This design comes from an exercise in tuning for small area on the open sky130 flow, not from production work. In this exercise RTL edits were held to simulation tests only and were not proved equivalent to the original. Power and IR drop assume default switching activity.

== the reference run ==
==> flow/design.v <==
`timescale 1ns/1ps
package data_mem_pkg;
  localparam int DATA_W = 8;
  localparam int ADDR_W = 8;
  typedef logic [DATA_W-1:0] word_t;
endpackage
`timescale 1ns/1ps
module data_mem_wbit (
  input  logic s,
  input  logic d,
  input  logic h,
  input  logic q,
  output logic y
);
  assign y = (s & d) | (h & q);
endmodule
module data_mem_rd3 (
  input  logic s0, q0,
  input  logic s1, q1,
  input  logic s2, q2,
  output logic y_n
);
  assign y_n = ~((s0 & q0) | (s1 & q1) | (s2 & q2));
endmodule
module data_mem
#(
  parameter int W = data_mem_pkg::DATA_W,
  parameter int A = data_mem_pkg::ADDR_W
)
(
  input  logic         clk,
  input  logic         reset,
  input  logic [A-1:0] DataAddress,
  input  logic         ReadMem,
  input  logic         WriteMem,
  input  logic [W-1:0] DataIn,
  output logic [W-1:0] DataOut
);
  localparam int N  = 2**A;
  localparam int AH = A / 2;
  localparam int AL = A - AH;
  localparam int NR = 2**AH;
  localparam int NC = 2**AL;
  localparam int NG = N / 3;
  logic valid;
  always @(posedge clk or negedge reset) begin
    if (!reset) valid <= 1'b0;
    else        valid <= 1'b1;
  end
  logic [NR-1:0] row_n, rowv_n;
  logic [NC-1:0] col_n, colw_n;
  for (genvar j = 0; j < NR; j++) begin : g_row
    assign row_n[j]  = (DataAddress[A-1:AL] != j);
    assign rowv_n[j] = valid & row_n[j];
  end
  for (genvar k = 0; k < NC; k++) begin : g_col
    assign col_n[k]  = (DataAddress[AL-1:0] != k);
    assign colw_n[k] = valid & (col_n[k] | ~WriteMem);
  end
  logic [W-1:0] din_w;
  assign din_w = DataIn & {W{WriteMem}};
  logic [N-1:0]   sel;
  logic [N*W-1:0] mem_core;
  for (genvar i = 0; i < N; i++) begin : g_word
    logic         hold;
    logic [W-1:0] nxt;
    assign sel[i] = ~(row_n[i / NC] | col_n[i % NC]);
    assign hold   = rowv_n[i / NC] | colw_n[i % NC];
    for (genvar b = 0; b < W; b++) begin : g_bit
      data_mem_wbit u_w (
        .s (sel[i]), .d (din_w[b]), .h (hold), .q (mem_core[i*W+b]),
        .y (nxt[b])
      );
    end
    always @(posedge clk) mem_core[i*W +: W] <= nxt;
  end
  logic [NG*W-1:0] grp_n;
  for (genvar g = 0; g < NG; g++) begin : g_grp
    for (genvar b = 0; b < W; b++) begin : g_bit
      data_mem_rd3 u_r (
        .s0 (sel[3*g]),   .q0 (mem_core[(3*g)*W+b]),
        .s1 (sel[3*g+1]), .q1 (mem_core[(3*g+1)*W+b]),
        .s2 (sel[3*g+2]), .q2 (mem_core[(3*g+2)*W+b]),
        .y_n (grp_n[g*W+b])
      );
    end
  end
  logic [W-1:0] rd;
  always_comb begin
    rd = '0;
    for (int m = 0; m < NG; m++) rd = rd | ~grp_n[m*W +: W];
    for (int m = 3*NG; m < N; m++) rd = rd | (mem_core[m*W +: W] & {W{sel[m]}});
  end
  assign DataOut = (ReadMem && valid) ? rd : '0;
endmodule
make LEC_CHECK=0 CAP_MARGIN=20 CORE_MARGIN=2 CORE_UTILIZATION=70 CTS_BUF_LIST=sky130_fd_sc_hd__clkbuf_8 CTS_CLUSTER_DIAMETER=100 CTS_CLUSTER_SIZE=18 SLEW_MARGIN=20 SYNTH_HIERARCHICAL=1 finish   # period 14.0 ns
run.sh (not shown) runs the stock make flow with config.mk's settings and CLKGATE_MAP_FILE= SYNTH_SCRIPT=/design/flow/synth_recipe.tcl, a recipe that flattens the netlist after the stock synthesis.
The following lists how the trial run was set up differently from the reference run:
# the reference run
export LEC_CHECK = 0
export CAP_MARGIN = 20
export CORE_MARGIN = 2
export CORE_UTILIZATION = 70
export CTS_BUF_LIST = sky130_fd_sc_hd__clkbuf_8
export CTS_CLUSTER_DIAMETER = 100
export CTS_CLUSTER_SIZE = 18
export SLEW_MARGIN = 20
export SYNTH_HIERARCHICAL = 1
create_clock -name core_clock -period 14.0 [get_ports {clk}]
# the trial run
export LEC_CHECK = 0
export CAP_MARGIN = 20
export CORE_MARGIN = 2
export CORE_UTILIZATION = 50
export CTS_BUF_LIST = sky130_fd_sc_hd__clkbuf_8
export CTS_CLUSTER_DIAMETER = 100
export CTS_CLUSTER_SIZE = 15
export SLEW_MARGIN = 20
export SYNTH_HIERARCHICAL = 1
create_clock -name core_clock -period 14.0 [get_ports {clk}]
--- outcome ---
- The trial run completed; timing, DRC and antenna clean
- For the post-route clock period utilization, the trial run came in 0.59 points lower than the reference run did.
- Area of the core (the trial run vs. the reference run) increases by more than a quarter
- The total power of the final layout of the trial run exceeds that of the reference run by about 3.4%.

==> afterwards: timing with drivers on the ports <==
How much do the figures lean on ideal ports? The routed layouts below were timed once more, with nothing changed but the port constraints.
Step 1 (the two cells are an assumption about what drives the block):
set clk [get_ports {clk}]
set_driving_cell -lib_cell sky130_fd_sc_hd__clkbuf_16 $clk
set_driving_cell -lib_cell sky130_fd_sc_hd__buf_2 [delete_from_list [all_inputs] $clk]
Step 2 moves the port delays by t, midway between the first and last clock arrival at a register: inputs arrive t later, outputs are due t later. That takes back most of the time a late clock gives input paths.
Slacks: ideal / step 1 / step 2; pairs: ideal / step 1.
run | t, ns | setup WS [ns] | worst data-port slew with drivers (ns) | cell pins on the clock port's net
the reference run | 0.956 | 2.690 / 2.612 / 2.612 | 0.11 | 1
the trial run | 1.023 | 2.772 / 2.745 / 2.745 | 0.13 | 1
After both steps setup and hold are still met in every run listed. The setup slack of the reference run, which loses most, moves by -0.078 ns with the drivers and by -0.078 ns with both steps.
